Background: an optimization exercise with open tools, aiming at small area. Do not read the settings as production practice. The RTL was checked by simulation tests, not by an equivalence proof against the original design. Power figures rest on the tool's default switching activity, not on a simulated workload.

==> flow/design.v <==
`timescale 1ns/100ps
package stat_bus_pkg;
   typedef struct packed {
      logic                    wr;
      logic                    rd;
      logic [8-1:0] addr;
      logic [32-1:0] wdata;
   } stat_req_t;
   typedef struct packed {
      logic                    ack;
      logic [8-1:0]  intr;
      logic [32-1:0] rdata;
   } stat_ack_t;
   localparam int STAT_REQ_W = 2 + 8 + 32;
   localparam int STAT_ACK_W = 1 + 8 + 32;
endpackage
`timescale 1ns/100ps
package stat_reg_pkg;
   typedef logic [8-1:0] reg_addr_t;
   localparam reg_addr_t REG_ID         = 'h00;
   localparam reg_addr_t REG_SCRATCH    = 'h04;
   localparam reg_addr_t REG_READY      = 'h08;
   localparam reg_addr_t REG_WR_COUNT   = 'h0C;
   localparam reg_addr_t REG_INT_STATUS = 'h10;
   localparam reg_addr_t REG_INT_SET    = 'h14;
   typedef logic [8-1:0]  int_bits_t;
   typedef logic [3-1:0] ready_bits_t;
endpackage
`timescale 1ns/100ps
`timescale 1ns/100ps
`timescale 1ns/100ps
`timescale 1ns/100ps
module ddr_stat_top (
   input  logic                        clk,
   input  logic                        pipe_rst_n,
   input  logic                        sh_ddr_stat_wr,
   input  logic                        sh_ddr_stat_rd,
   input  logic [8-1:0]     sh_ddr_stat_addr,
   input  logic [32-1:0]     sh_ddr_stat_wdata,
   input  stat_reg_pkg::ready_bits_t   sh_cl_ddr_is_ready,
   output logic                        ddr_sh_stat_ack,
   output logic [32-1:0]     ddr_sh_stat_rdata,
   output stat_reg_pkg::int_bits_t     ddr_sh_stat_int
);
   localparam int STAGES = 2 * 8 + 3;    
   localparam int LAST   = STAGES - 1;                   
   localparam int APPLY  = STAGES - 2;                   
   localparam int READY  = 8 + 1;        
   localparam logic [2:0] KIND_NONE = 3'b000;
   localparam logic [2:0] KIND_ACK0 = 3'b001;    
   localparam logic [2:0] KIND_ID   = 3'b010;
   localparam logic [2:0] KIND_BAD  = 3'b011;
   localparam logic [2:0] KIND_RDY  = 3'b100;
   localparam logic [2:0] KIND_SCR  = 3'b101;
   localparam logic [2:0] KIND_CNT  = 3'b110;
   localparam logic [2:0] KIND_INT  = 3'b111;
   logic                    big_q   [LAST];
   logic                    which_q [LAST];
   logic [32-1:0] data_q  [LAST];
   logic                    ack_q;
   logic                    sel_id_q, sel_bad_q, sel_rdy_q;
   logic                    sel_scr_q, sel_cnt_q, sel_int_q;
   logic [2:0]              rdy_q;
   logic [32-1:0] scratch_q;
   logic                    scratch_set_q;       
   logic [32-1:0] wr_count_q;
   stat_reg_pkg::int_bits_t int_status_q;
   logic                    is_id, is_scr, is_rdy, is_cnt, is_ist, is_iset;
   logic                    big_in;
   logic [2:0]              kind_in;
   logic [32-1:0] data_in;
   assign is_id   = sh_ddr_stat_addr == stat_reg_pkg::REG_ID;
   assign is_scr  = sh_ddr_stat_addr == stat_reg_pkg::REG_SCRATCH;
   assign is_rdy  = sh_ddr_stat_addr == stat_reg_pkg::REG_READY;
   assign is_cnt  = sh_ddr_stat_addr == stat_reg_pkg::REG_WR_COUNT;
   assign is_ist  = sh_ddr_stat_addr == stat_reg_pkg::REG_INT_STATUS;
   assign is_iset = sh_ddr_stat_addr == stat_reg_pkg::REG_INT_SET;
   always_comb
   begin
      big_in  = sh_ddr_stat_wr && (is_scr || is_cnt);
      kind_in = !sh_ddr_stat_wr && !sh_ddr_stat_rd ? KIND_NONE :
                sh_ddr_stat_wr ? KIND_ACK0 :
                is_scr  ? KIND_SCR :
                is_cnt  ? KIND_CNT :
                is_ist  ? KIND_INT :
                is_id   ? KIND_ID  :
                is_rdy  ? KIND_RDY :
                is_iset ? KIND_ACK0 : KIND_BAD;
      data_in = sh_ddr_stat_wdata;
      if (!big_in)
      begin
         data_in[31:29] = kind_in;
         data_in[13]    = !sh_ddr_stat_wr;
         data_in[9:8]   = {is_ist, is_iset};
      end
   end
   logic [4:0] since_rst_q;
   logic       apply_ok;
   always_ff @(posedge clk)
   begin
      if (!pipe_rst_n)
         since_rst_q <= '0;
      else if (since_rst_q != 5'(APPLY + 1))
         since_rst_q <= since_rst_q + 5'd1;
   end
   assign apply_ok = since_rst_q == 5'(APPLY + 1);
   logic [2:0] last_in;
   assign last_in = !pipe_rst_n || !apply_ok ? KIND_NONE :
                    big_q[LAST-1] ? KIND_ACK0 : data_q[LAST-1][31:29];
   always_ff @(posedge clk)
   begin
      big_q[0]   <= big_in;
      which_q[0] <= is_cnt;
      data_q[0]  <= data_in;
      for (int i = 1; i < LAST; i++)
      begin
         big_q[i]   <= big_q[i-1];
         which_q[i] <= which_q[i-1];
         data_q[i]  <= data_q[i-1];
      end
      if (!big_q[READY-1])
         data_q[READY][12:10] <= sh_cl_ddr_is_ready;
      ack_q     <= last_in != KIND_NONE;
      sel_id_q  <= last_in == KIND_ID;
      sel_bad_q <= last_in == KIND_BAD;
      sel_rdy_q <= last_in == KIND_RDY;
      sel_scr_q <= last_in == KIND_SCR;
      sel_cnt_q <= last_in == KIND_CNT;
      sel_int_q <= last_in == KIND_INT;
      rdy_q     <= data_q[LAST-1][12:10];
   end
   logic                    big_a, which_a;
   logic [32-1:0] data_a;
   logic                    w_scr, w_cnt, w_int;
   assign big_a   = big_q[APPLY];
   assign which_a = which_q[APPLY];
   assign data_a  = data_q[APPLY];
   assign w_scr   = apply_ok && big_a && !which_a;
   assign w_cnt   = apply_ok && big_a && which_a;
   assign w_int   = apply_ok && !big_a && data_a[31:29] == KIND_ACK0 && !data_a[13];
   localparam int SEG  = 8;
   localparam int NSEG = 32 / SEG;
   logic                    cnt_inc;
   logic [NSEG-1:0]         seg_ones;            
   logic [32-1:0] cnt_carry;
   logic [32-1:0] wr_count_inc;
   assign cnt_inc = w_scr || w_int;
   for (genvar j = 0; j < NSEG; j++)
   begin : g_seg_ones
      assign seg_ones[j] = &wr_count_q[j*SEG +: SEG];
   end
   always_comb
   begin
      for (int i = 0; i < 32; i++)
      begin
         if (i % SEG == 0)
         begin
            cnt_carry[i] = cnt_inc;
            for (int j = 0; j < i / SEG; j++)
               cnt_carry[i] = cnt_carry[i] && seg_ones[j];
         end
         else
            cnt_carry[i] = cnt_carry[i-1] && wr_count_q[i-1];
         wr_count_inc[i] = wr_count_q[i] ^ cnt_carry[i];
      end
   end
   always_ff @(posedge clk)
   begin
      if (w_scr)
         scratch_q <= data_a;
   end
   always_ff @(posedge clk)
   begin
      if (!apply_ok)
      begin
         scratch_set_q <= 1'b0;
         wr_count_q    <= '0;
      end
      else
      begin
         if (w_scr)
            scratch_set_q <= 1'b1;
         if (w_cnt)
            wr_count_q <= data_a;
         else
            wr_count_q <= wr_count_inc;
      end
   end
   always_ff @(posedge clk)
   begin
      if (!pipe_rst_n)
         int_status_q <= '0;
      else if (w_int)
         int_status_q <= (int_status_q & ~(data_a[9] ? data_a[7:0] : 8'h00)) |
                         (data_a[8] ? data_a[7:0] : 8'h00);
   end
   always_comb
   begin
      ddr_sh_stat_rdata = '0;
      if (sel_id_q)
         ddr_sh_stat_rdata = ddr_sh_stat_rdata | 32'h5d1a_0a01;
      if (sel_bad_q)
         ddr_sh_stat_rdata = ddr_sh_stat_rdata | 32'hdead_da7a;
      if (sel_rdy_q)
         ddr_sh_stat_rdata[3-1:0] = ddr_sh_stat_rdata[3-1:0] | rdy_q;
      if (sel_scr_q && scratch_set_q)
         ddr_sh_stat_rdata = ddr_sh_stat_rdata | scratch_q;
      if (sel_cnt_q)
         ddr_sh_stat_rdata = ddr_sh_stat_rdata | wr_count_q;
      if (sel_int_q)
         ddr_sh_stat_rdata[8-1:0] = ddr_sh_stat_rdata[8-1:0] | int_status_q;
   end
   assign ddr_sh_stat_ack = ack_q;
   assign ddr_sh_stat_int = int_status_q;
endmodule
clock: 4.0 ns
lec_check: 0
cap_margin: 20
core_margin: 2
core_utilization: 65
place_density: 0.8
slew_margin: 20
standard.sh (not shown) runs the stock make flow with config.mk's settings and CLKGATE_MAP_FILE= SYNTH_SCRIPT=/design/flow/synth_recipe.tcl, a recipe that flattens the netlist after the stock synthesis.
==> flow/flow/run.sh <==
#!/bin/bash
# The standard layout (standard.sh, the standard flow's own ORFS run) with two changes to
# how it is built: the port buffers are the smallest buffer instead of the
# one buffer_ports picks, and clock tree synthesis uses its own buffer list and
# clustering and inserts no dummy loads. Every tool's output is in flow.log and
# in ORFS's own logs under orfs/logs.
set -euo pipefail
bash standard.sh \
  BUFFER_PORTS_ARGS="-buffer_cell sky130_fd_sc_hd__buf_1" \
  CTS_ARGS="-sink_clustering_enable -repair_clock_nets -dont_use_dummy_load -buf_list sky130_fd_sc_hd__clkbuf_4 -sink_clustering_size 12 -sink_clustering_max_diameter 40" \
  finish > flow.log 2>&1
The starting point ran to the end with no violations.
Rerun with:
--- a/flow/design.v
+++ b/flow/design.v
@@ -54,16 +54,14 @@
    localparam logic [2:0] KIND_SCR  = 3'b101;
    localparam logic [2:0] KIND_CNT  = 3'b110;
    localparam logic [2:0] KIND_INT  = 3'b111;
    logic                    big_q   [LAST];
    logic                    which_q [LAST];
    logic [32-1:0] data_q  [LAST];
-   logic                    ack_q;
-   logic                    sel_id_q, sel_bad_q, sel_rdy_q;
-   logic                    sel_scr_q, sel_cnt_q, sel_int_q;
-   logic [2:0]              rdy_q;
+   logic [2:0]              code_q;              
+   logic [2:0]              rdy_q;               
    logic [32-1:0] scratch_q;
    logic                    scratch_set_q;       
    logic [32-1:0] wr_count_q;
    stat_reg_pkg::int_bits_t int_status_q;
    logic                    is_id, is_scr, is_rdy, is_cnt, is_ist, is_iset;
    logic                    big_in;
@@ -93,23 +91,22 @@
          data_in[13]    = !sh_ddr_stat_wr;
          data_in[9:8]   = {is_ist, is_iset};
       end
    end
    logic [4:0] since_rst_q;
    logic       apply_ok;
+   logic       last_ok;
    always_ff @(posedge clk)
    begin
       if (!pipe_rst_n)
          since_rst_q <= '0;
-      else if (since_rst_q != 5'(APPLY + 1))
+      else if (since_rst_q != 5'(LAST + 1))
          since_rst_q <= since_rst_q + 5'd1;
    end
-   assign apply_ok = since_rst_q == 5'(APPLY + 1);
-   logic [2:0] last_in;
-   assign last_in = !pipe_rst_n || !apply_ok ? KIND_NONE :
-                    big_q[LAST-1] ? KIND_ACK0 : data_q[LAST-1][31:29];
+   assign apply_ok = since_rst_q >= 5'(APPLY + 1);
+   assign last_ok  = since_rst_q == 5'(LAST + 1);
    always_ff @(posedge clk)
    begin
       big_q[0]   <= big_in;
       which_q[0] <= is_cnt;
       data_q[0]  <= data_in;
       for (int i = 1; i < LAST; i++)
@@ -117,20 +114,14 @@
          big_q[i]   <= big_q[i-1];
          which_q[i] <= which_q[i-1];
          data_q[i]  <= data_q[i-1];
       end
       if (!big_q[READY-1])
          data_q[READY][12:10] <= sh_cl_ddr_is_ready;
-      ack_q     <= last_in != KIND_NONE;
-      sel_id_q  <= last_in == KIND_ID;
-      sel_bad_q <= last_in == KIND_BAD;
-      sel_rdy_q <= last_in == KIND_RDY;
-      sel_scr_q <= last_in == KIND_SCR;
-      sel_cnt_q <= last_in == KIND_CNT;
-      sel_int_q <= last_in == KIND_INT;
-      rdy_q     <= data_q[LAST-1][12:10];
+      code_q <= big_q[LAST-1] ? KIND_ACK0 : data_q[LAST-1][31:29];
+      rdy_q  <= data_q[LAST-1][12:10];
    end
    logic                    big_a, which_a;
    logic [32-1:0] data_a;
    logic                    w_scr, w_cnt, w_int;
    assign big_a   = big_q[APPLY];
    assign which_a = which_q[APPLY];
@@ -191,25 +182,23 @@
       if (!pipe_rst_n)
          int_status_q <= '0;
       else if (w_int)
          int_status_q <= (int_status_q & ~(data_a[9] ? data_a[7:0] : 8'h00)) |
                          (data_a[8] ? data_a[7:0] : 8'h00);
    end
+   logic [2:0] code_l;
+   assign code_l = last_ok ? code_q : KIND_NONE;
    always_comb
    begin
-      ddr_sh_stat_rdata = '0;
-      if (sel_id_q)
-         ddr_sh_stat_rdata = ddr_sh_stat_rdata | 32'h5d1a_0a01;
-      if (sel_bad_q)
-         ddr_sh_stat_rdata = ddr_sh_stat_rdata | 32'hdead_da7a;
-      if (sel_rdy_q)
-         ddr_sh_stat_rdata[3-1:0] = ddr_sh_stat_rdata[3-1:0] | rdy_q;
-      if (sel_scr_q && scratch_set_q)
-         ddr_sh_stat_rdata = ddr_sh_stat_rdata | scratch_q;
-      if (sel_cnt_q)
-         ddr_sh_stat_rdata = ddr_sh_stat_rdata | wr_count_q;
-      if (sel_int_q)
-         ddr_sh_stat_rdata[8-1:0] = ddr_sh_stat_rdata[8-1:0] | int_status_q;
-   end
-   assign ddr_sh_stat_ack = ack_q;
+      case (code_l)
+         KIND_ID:  ddr_sh_stat_rdata = 32'h5d1a_0a01;
+         KIND_BAD: ddr_sh_stat_rdata = 32'hdead_da7a;
+         KIND_RDY: ddr_sh_stat_rdata = {{(32-3){1'b0}}, rdy_q};
+         KIND_SCR: ddr_sh_stat_rdata = scratch_set_q ? scratch_q : '0;
+         KIND_CNT: ddr_sh_stat_rdata = wr_count_q;
+         KIND_INT: ddr_sh_stat_rdata = {{(32-8){1'b0}}, int_status_q};
+         default:  ddr_sh_stat_rdata = '0;
+      endcase
+   end
+   assign ddr_sh_stat_ack = code_l != KIND_NONE;
    assign ddr_sh_stat_int = int_status_q;
 endmodule
After rerunning: The new run passed the timing, DRC and antenna checks. Critical path depth is higher by 4. Design area barely changes. Wire length came out lower by 0.44%. Cell count grows by 0.75%. Setup slack degrades by 780 ps. Hold slack got worse by 12 ps. Sequential power came out lower by about 0.5%. Die area is about the same. Power hardly moves.

==> re-timing with driven ports <==
The flow's constraints put no driver on any port. The routed layouts listed below were extracted and timed again, unchanged, in two steps. Step 1 sets driving cells, clkbuf_16 on the clock port and buf_2 on the other inputs (assumed; they add their load-dependent delay and slew). Step 2 moves the port delays by t, midway between the first and last clock arrival at a register: inputs arrive t later, outputs are due t later. That takes back most of the time a late clock gives input paths. Three values: no drivers, after step 1, after step 2; two values: the first two.
run | t (ns) | setup WS [ns] | worst setup path after step 2 | worst slew at a driven data input, ns
the first run | 0.662 | 1.077 / 1.040 / 1.094 | register to register | 0.03
the second run | 0.677 | 0.297 / 0.259 / 0.830 | register to register | 0.03
After both steps setup and hold are still met in every run listed.
